Source: an optimization exercise on an open RTL-to-GDS flow (aim: small area, a short achievable clock period and few clock cycles). Production flows keep margins and buffers that such runs may drop.
Only simulation tests tie the RTL to the original design; equivalence was not proved.
Power figures rest on the tool's default switching activity, not on a simulated workload.

## exu_top
module exu_top (
  input  logic        clk,
  input  logic        rst_n,
  input  logic        req,
  input  logic [31:0] req_instr,
  input  logic [63:0] req_pc,
  input  logic [63:0] req_rs1,
  input  logic [63:0] req_rs2,
  output logic        ack,
  output logic [63:0] rsp_result,
  output logic        rsp_br_taken,
  output logic        rsp_zero,
  output logic        rsp_illegal,
  output logic [31:0] retired_cnt,
  output logic [31:0] br_taken_cnt
);
  function automatic logic [63:0] rev64(input logic [63:0] v);
    for (int i = 0; i < 64; i++) rev64[i] = v[63-i];
  endfunction
  function automatic logic [1:0] ucmp(input logic [63:0] p, input logic [63:0] b);
    logic [63:0] l, e;
    l = p & b;
    e = ~p;
    for (int lv = 0; lv < 6; lv++) begin
      for (int i = 0; i < 32; i++) begin
        if (i < (32 >> lv)) begin
          l[i] = l[2*i+1] | (e[2*i+1] & l[2*i]);
          e[i] = e[2*i+1] & e[2*i];
        end
      end
    end
    ucmp = {l[0], e[0]};
  endfunction
  function automatic logic [63:0] carries(input logic [63:0] p, input logic [63:0] g);
    logic [63:0] pp, gg;
    pp = p;
    gg = g;
    for (int lv = 0; lv < 6; lv++) begin
      for (int i = 0; i < 64; i++) begin
        if (((i >> lv) & 1) == 1) begin
          gg[i] = gg[i] | (pp[i] & gg[((i >> lv) << lv) - 1]);
          pp[i] = pp[i] & pp[((i >> lv) << lv) - 1];
        end
      end
    end
    carries = {gg[62:0], 1'b0};
  endfunction
  logic [6:0]  opcode;
  logic [2:0]  funct3;
  logic        b30;
  logic        is_op, is_opi, is_op32, is_opi32, is_lui, is_auipc, is_br;
  ...
==> module exu_top, before the edit <==
module exu_top (
  input  logic        clk,
  input  logic        rst_n,
  input  logic        req,
  input  logic [31:0] req_instr,
  input  logic [63:0] req_pc,
  input  logic [63:0] req_rs1,
  input  logic [63:0] req_rs2,
  output logic        ack,
  output logic [63:0] rsp_result,
  output logic        rsp_br_taken,
  output logic        rsp_zero,
  output logic        rsp_illegal,
  output logic [31:0] retired_cnt,
  output logic [31:0] br_taken_cnt
);
  function automatic logic [63:0] rev64(input logic [63:0] v);
    for (int i = 0; i < 64; i++) rev64[i] = v[63-i];
  endfunction
  function automatic logic [1:0] ucmp(input logic [63:0] p, input logic [63:0] b);
    logic [63:0] l, e;
    l = p & b;
    e = ~p;
    for (int lv = 0; lv < 6; lv++) begin
      for (int i = 0; i < 32; i++) begin
        if (i < (32 >> lv)) begin
          l[i] = l[2*i+1] | (e[2*i+1] & l[2*i]);
          e[i] = e[2*i+1] & e[2*i];
        end
      end
    end
    ucmp = {l[0], e[0]};
  endfunction
  function automatic logic [63:0] carries(input logic [63:0] p, input logic [63:0] g);
    logic [63:0] pp, gg;
    pp = p;
    gg = g;
    for (int lv = 0; lv < 6; lv++) begin
      for (int i = 0; i < 64; i++) begin
        if (((i >> lv) & 1) == 1) begin
          gg[i] = gg[i] | (pp[i] & gg[((i >> lv) << lv) - 1]);
          pp[i] = pp[i] & pp[((i >> lv) << lv) - 1];
        end
      end
    end
    carries = {gg[62:0], 1'b0};
  endfunction
  logic [6:0]  opcode;
  logic [2:0]  funct3;
  logic        b30;
  logic        is_op, is_opi, is_op32, is_opi32, is_lui, is_auipc, is_br;
  logic        is_w, is_rr;
  logic [3:0]  code;
  logic [63:0] imm_i, imm_u;
  logic [63:0] opb;
  assign opcode = req_instr[6:0];
  assign funct3 = req_instr[14:12];
  assign b30    = req_instr[30];
  assign is_op    = (opcode == 7'b0110011);
  assign is_opi   = (opcode == 7'b0010011);
  assign is_op32  = (opcode == 7'b0111011);
  assign is_opi32 = (opcode == 7'b0011011);
  assign is_lui   = (opcode == 7'b0110111);
  assign is_auipc = (opcode == 7'b0010111);
  assign is_br    = (opcode == 7'b1100011);
  assign is_w  = is_op32 | is_opi32;
  assign is_rr = is_op | is_op32;
  assign code = {(is_rr | (funct3 == 3'b101)) & b30, funct3};
  assign imm_i = {{52{req_instr[31]}}, req_instr[31:20]};
  assign imm_u = {{32{req_instr[31]}}, req_instr[31:12], 12'b0};
  assign opb = req_instr[5] ? req_rs2 : imm_i;
  logic        sub;
  logic [63:0] add_a, add_b, add_p, add_g, add_c;
  assign sub   = b30 & req_instr[5] & ~req_instr[6];
  assign add_a = req_instr[2] ? req_pc : (req_rs1 ^ {64{sub}});
  assign add_b = req_instr[2] ? imm_u : opb;
  assign add_p = add_a ^ add_b;
  assign add_g = add_a & add_b;
  assign add_c = carries(add_p, add_g);
  logic [1:0] cmp;
  logic       eq, lt, ltu, br_in;
  assign cmp = ucmp(add_p, opb);
  assign eq  = cmp[0];
  assign ltu = cmp[1];
  assign lt  = (req_rs1[63] ^ opb[63]) ? req_rs1[63] : ltu;
  always_comb begin
    case (funct3)
      3'b000:  br_in = eq;
      3'b001:  br_in = !eq;
      3'b100:  br_in = lt;
      3'b101:  br_in = !lt;
      3'b110: br_in = ltu;
      3'b111: br_in = !ltu;
      default:  br_in = 1'b0;
    endcase
    br_in = br_in & is_br;
  end
  logic        sh_left, sh_w;
  logic [5:0]  shamt;
  logic        sh_fill;
  logic [63:0] sr_in, fill_mask, sh_res;
  assign sh_left   = ~req_instr[14];
  assign sh_w      = req_instr[3];
  assign shamt     = {opb[5] & ~sh_w, opb[4:0]};
  assign sh_fill   = b30 & ~sh_left & (sh_w ? req_rs1[31] : req_rs1[63]);
  assign sr_in     = sh_left ? rev64(req_rs1) : {req_rs1[63:32] & {32{~sh_w}}, req_rs1[31:0]};
  assign fill_mask = sh_w ? {32'b0, ~(32'hFFFF_FFFF >> shamt[4:0])} : ~(64'hFFFF_FFFF_FFFF_FFFF >> shamt);
  assign sh_res    = (sr_in >> shamt) | (fill_mask & {64{sh_fill}});
  logic [63:0] res;
  logic        ill_in;
  logic        c_add;
  logic [63:0] base;
  assign c_add = ((is_op | is_opi | is_w) & (code[2:0] == 3'b000)) | is_auipc;
  always_comb begin
    base   = '0;
    ill_in = 1'b0;
    if (c_add) begin
      base = add_p ^ {64{sub}};
    end else if (is_op | is_opi | is_w) begin
      case (code)
        4'b0001,
        4'b0101,
        4'b1101:  base = sh_res;
        4'b0010:  base = {63'b0, lt & ~is_w};
        4'b0011: base = {63'b0, ltu & ~is_w};
        4'b0100:  base = is_w ? 64'b0 : add_p;
        4'b0110:   base = is_w ? 64'b0 : add_p | add_g;
        4'b0111:  base = is_w ? 64'b0 : add_g;
        4'b1111:  base = is_w ? 64'b0 : opb;
        default: ;
      endcase
    end else if (is_lui) begin
      base = imm_u;
    end else if (!is_br && !is_auipc) begin
      ill_in = 1'b1;
    end
  end
  assign res = base ^ (add_c & {64{c_add}});
  logic        ack_q;
  logic        capture;
  logic [63:0] res_q;
  logic        w_q, rev_q, br_q, ill_q;
  assign capture = req & ~ack_q;
  always_ff @(posedge clk or negedge rst_n) begin
    if (!rst_n) begin
      ack_q <= 1'b0;
    end else begin
      ack_q <= req;
    end
  end
  always_ff @(posedge clk) begin
    if (!ack_q) begin
      res_q <= res;
      w_q   <= is_w;
      rev_q <= (is_op | is_opi | is_w) & (code == 4'b0001);
      br_q  <= br_in;
      ill_q <= ill_in;
    end
  end
  logic [31:0] ret_cnt_q;
  logic        ret_pend_q;
  always_ff @(posedge clk or negedge rst_n) begin
    if (!rst_n) begin
      ret_cnt_q  <= '0;
      ret_pend_q <= 1'b0;
    end else begin
      ret_cnt_q  <= retired_cnt;
      ret_pend_q <= capture;
    end
  end
  assign retired_cnt = ret_cnt_q + {31'b0, ret_pend_q};
  logic [31:0] br_cnt_q;
  logic        br_pend_q;
  always_ff @(posedge clk or negedge rst_n) begin
    if (!rst_n) begin
      br_cnt_q  <= '0;
      br_pend_q <= 1'b0;
    end else begin
      br_cnt_q  <= br_taken_cnt;
      br_pend_q <= capture & br_in;
    end
  end
  assign br_taken_cnt = br_cnt_q + {31'b0, br_pend_q};
  assign ack          = ack_q;
  logic [63:0] res_r;
  logic        z_lo, z_hi;
  assign res_r = rev_q ? rev64(res_q) : res_q;
  assign z_lo  = ~|res_q[31:0];
  assign z_hi  = ~|res_q[63:32];
  assign rsp_result   = {w_q ? {32{res_r[31]}} : res_r[63:32], res_r[31:0]};
  assign rsp_zero     = rev_q ? (z_hi & (w_q | z_lo)) : (z_lo & (w_q | z_hi));
  assign rsp_br_taken = br_q;
  assign rsp_illegal  = ill_q;
endmodule
==> flow/config.mk <==
export PLATFORM = sky130hd
export DESIGN_NAME = exu_top
export DESIGN_NICKNAME = exu_top
export VERILOG_FILES = /design/flow/design.v
export SDC_FILE = /design/flow/constraint.sdc
export NUM_CORES = 4
export LEC_CHECK = 0
export CAP_MARGIN = 40
export CORE_MARGIN = 2
export CORE_UTILIZATION = 50
export SETUP_SLACK_MARGIN = 5
export SLEW_MARGIN = 20
export TNS_END_PERCENT = 0
==> flow/constraint.sdc <==
create_clock -name core_clock -period 10.0 [get_ports {clk}]
set_input_delay 2.0000 -clock core_clock [delete_from_list [all_inputs] [get_ports {clk}]]
set_output_delay 2.0000 -clock core_clock [all_outputs]
set_load 0.01 [all_outputs]
standard.sh (not shown) runs the stock make flow with config.mk's settings and CLKGATE_MAP_FILE= SYNTH_SCRIPT=/design/flow/synth_recipe.tcl, a recipe that flattens the netlist after the stock synthesis.
==> flow/flow/run.sh <==
#!/bin/bash
# The standard layout (standard.sh: standard synthesis and the ORFS steps
# through finish), with these changes:
#  - ports are buffered with sky130_fd_sc_hd__buf_1 instead of the resizer's
#    own pick (clkdlybuf4s50_1, a slow delay cell of almost three times the
#    area); repair upsizes the ones on critical paths;
#  - timing repair may resize cells across footprints, so those port buffers
#    can be upsized where a path needs it;
#  - the slow wide and/or cells (4-input and/or/nor, 3-input or, and the
#    a2111/o2111/a41/o41/a311/o311 forms) are added to the platform's
#    don't-use list, so that synthesis maps the carry and compare trees to
#    faster cells. A DONT_USE_CELLS given to make replaces the platform's
#    list, so the platform's list is read from make first and kept.
# The full make output goes to flow_make.log here; ORFS's per-step logs stay
# under orfs/logs/.
set -euo pipefail
cd "$(dirname "${BASH_SOURCE[0]}")/.."
work=$(pwd)
platform_du=$(make -s -C "$FLOW_HOME" DESIGN_CONFIG="$work/config.mk" WORK_HOME="$work/orfs" \
  print-DONT_USE_CELLS 2> dont_use_print.log | sed -n 's/^DONT_USE_CELLS: //p')
if [[ -z "$platform_du" ]]; then
  echo "could not read the platform's DONT_USE_CELLS" >&2
  exit 1
fi
slow=""
for c in or3 or3b or4 or4b or4bb nor4 nor4b nor4bb and4 and4b and4bb \
         a2111o a2111oi o2111a o2111ai a41o a41oi o41a o41ai \
         a311o a311oi o311a o311ai a222oi; do
  for d in 0 1 2 4; do
    slow+=" sky130_fd_sc_hd__${c}_${d}"
  done
done
echo "DONT_USE_CELLS=$platform_du$slow" > dont_use_cells.txt
bash standard.sh "DONT_USE_CELLS=$platform_du$slow" \
  "BUFFER_PORTS_ARGS=-buffer_cell sky130_fd_sc_hd__buf_1" \
  MATCH_CELL_FOOTPRINT=0 finish > flow_make.log 2>&1
Testbench counts at the start, summed over its fixed seeds: cycles 6,392.
Change:
--- a/flow/design.v
+++ b/flow/design.v
@@ -97,13 +97,13 @@
   assign imm_u = {{32{req_instr[31]}}, req_instr[31:12], 12'b0};
   assign opb = req_instr[5] ? req_rs2 : imm_i;
   logic        sub;
-  logic [63:0] add_a, add_b, add_p, add_g, add_c;
+  logic [63:0] add_a, add_b, add_p, add_g, sum;
   assign sub   = b30 & req_instr[5] & ~req_instr[6];
   assign add_a = req_instr[2] ? req_pc : (req_rs1 ^ {64{sub}});
   assign add_b = req_instr[2] ? imm_u : opb;
   assign add_p = add_a ^ add_b;
   assign add_g = add_a & add_b;
-  assign add_c = carries(add_p, add_g);
+  assign sum   = add_p ^ {64{sub}} ^ carries(add_p, add_g);
   logic [1:0] cmp;
   logic       eq, lt, ltu, br_in;
   assign cmp = ucmp(add_p, opb);
@@ -135,34 +135,32 @@
   assign sh_res    = (sr_in >> shamt) | (fill_mask & {64{sh_fill}});
   logic [63:0] res;
   logic        ill_in;
-  logic        c_add;
-  logic [63:0] base;
-  assign c_add = ((is_op | is_opi | is_w) & (code[2:0] == 3'b000)) | is_auipc;
   always_comb begin
-    base   = '0;
+    res    = '0;
     ill_in = 1'b0;
-    if (c_add) begin
-      base = add_p ^ {64{sub}};
-    end else if (is_op | is_opi | is_w) begin
+    if (is_op | is_opi | is_w) begin
       case (code)
+        4'b0000,
+        4'b1000:  res = sum;
         4'b0001,
         4'b0101,
-        4'b1101:  base = sh_res;
-        4'b0010:  base = {63'b0, lt & ~is_w};
-        4'b0011: base = {63'b0, ltu & ~is_w};
-        4'b0100:  base = is_w ? 64'b0 : add_p;
-        4'b0110:   base = is_w ? 64'b0 : add_p | add_g;
-        4'b0111:  base = is_w ? 64'b0 : add_g;
-        4'b1111:  base = is_w ? 64'b0 : opb;
+        4'b1101:  res = sh_res;
+        4'b0010:  res = {63'b0, lt & ~is_w};
+        4'b0011: res = {63'b0, ltu & ~is_w};
+        4'b0100:  res = is_w ? 64'b0 : add_p;
+        4'b0110:   res = is_w ? 64'b0 : add_p | add_g;
+        4'b0111:  res = is_w ? 64'b0 : add_g;
+        4'b1111:  res = is_w ? 64'b0 : opb;
         default: ;
       endcase
     end else if (is_lui) begin
-      base = imm_u;
-    end else if (!is_br && !is_auipc) begin
+      res = imm_u;
+    end else if (is_auipc) begin
+      res = sum;
+    end else if (!is_br) begin
       ill_in = 1'b1;
     end
   end
-  assign res = base ^ (add_c & {64{c_add}});
   logic        ack_q;
   logic        capture;
   logic [63:0] res_q;
After rerunning:
- via count is lower by 5.4%
- clock skew rose by 0.0073 ns
- clock power increases by about 1%
- synthesized area falls by 2.2%
- non-clock buffer count fell by 36
- sequential power stays flat
- total power rises by 2.9%
- first-iteration DRC count decreases by 17%
- final area decreases by 3.4%
- wire length fell by 6.8%
- core utilization fell by 0.68 points
- die area falls by 2.1%
Testbench counts after the change, summed over its fixed seeds: cycles 6,392.

==> what the ideal ports hide <==
Ports are ideal in the flow. The routed layouts listed here were re-timed in OpenROAD.
Step 1 sets driving cells, clkbuf_16 on the clock port and buf_2 on the other inputs (assumed; they add their load-dependent delay and slew).
Step 2 also shifts input and output timing later by t, the mid clock arrival at the registers, as if the neighbouring blocks saw the same clock.
a / b / c = ideal ports / drivers / drivers and shift; a / b = the first two.
run | shift t [ns] | setup WS [ns] | hold WS [ns] | clock arrival spread, ns | pins driven straight from the clock port
the first run | 0.461 | 4.428 / 4.401 / 3.940 | 0.470 / 0.470 / 0.470 | 0.008 / 0.008 | 1
the second run | 0.465 | 4.506 / 4.515 / 4.050 | 0.467 / 0.467 / 0.467 | 0.018 / 0.018 | 1
After both steps every run listed still meets setup and hold. For the first run, which loses most, drivers alone change the setup slack by -0.027 ns; drivers and shift together by -0.488 ns.
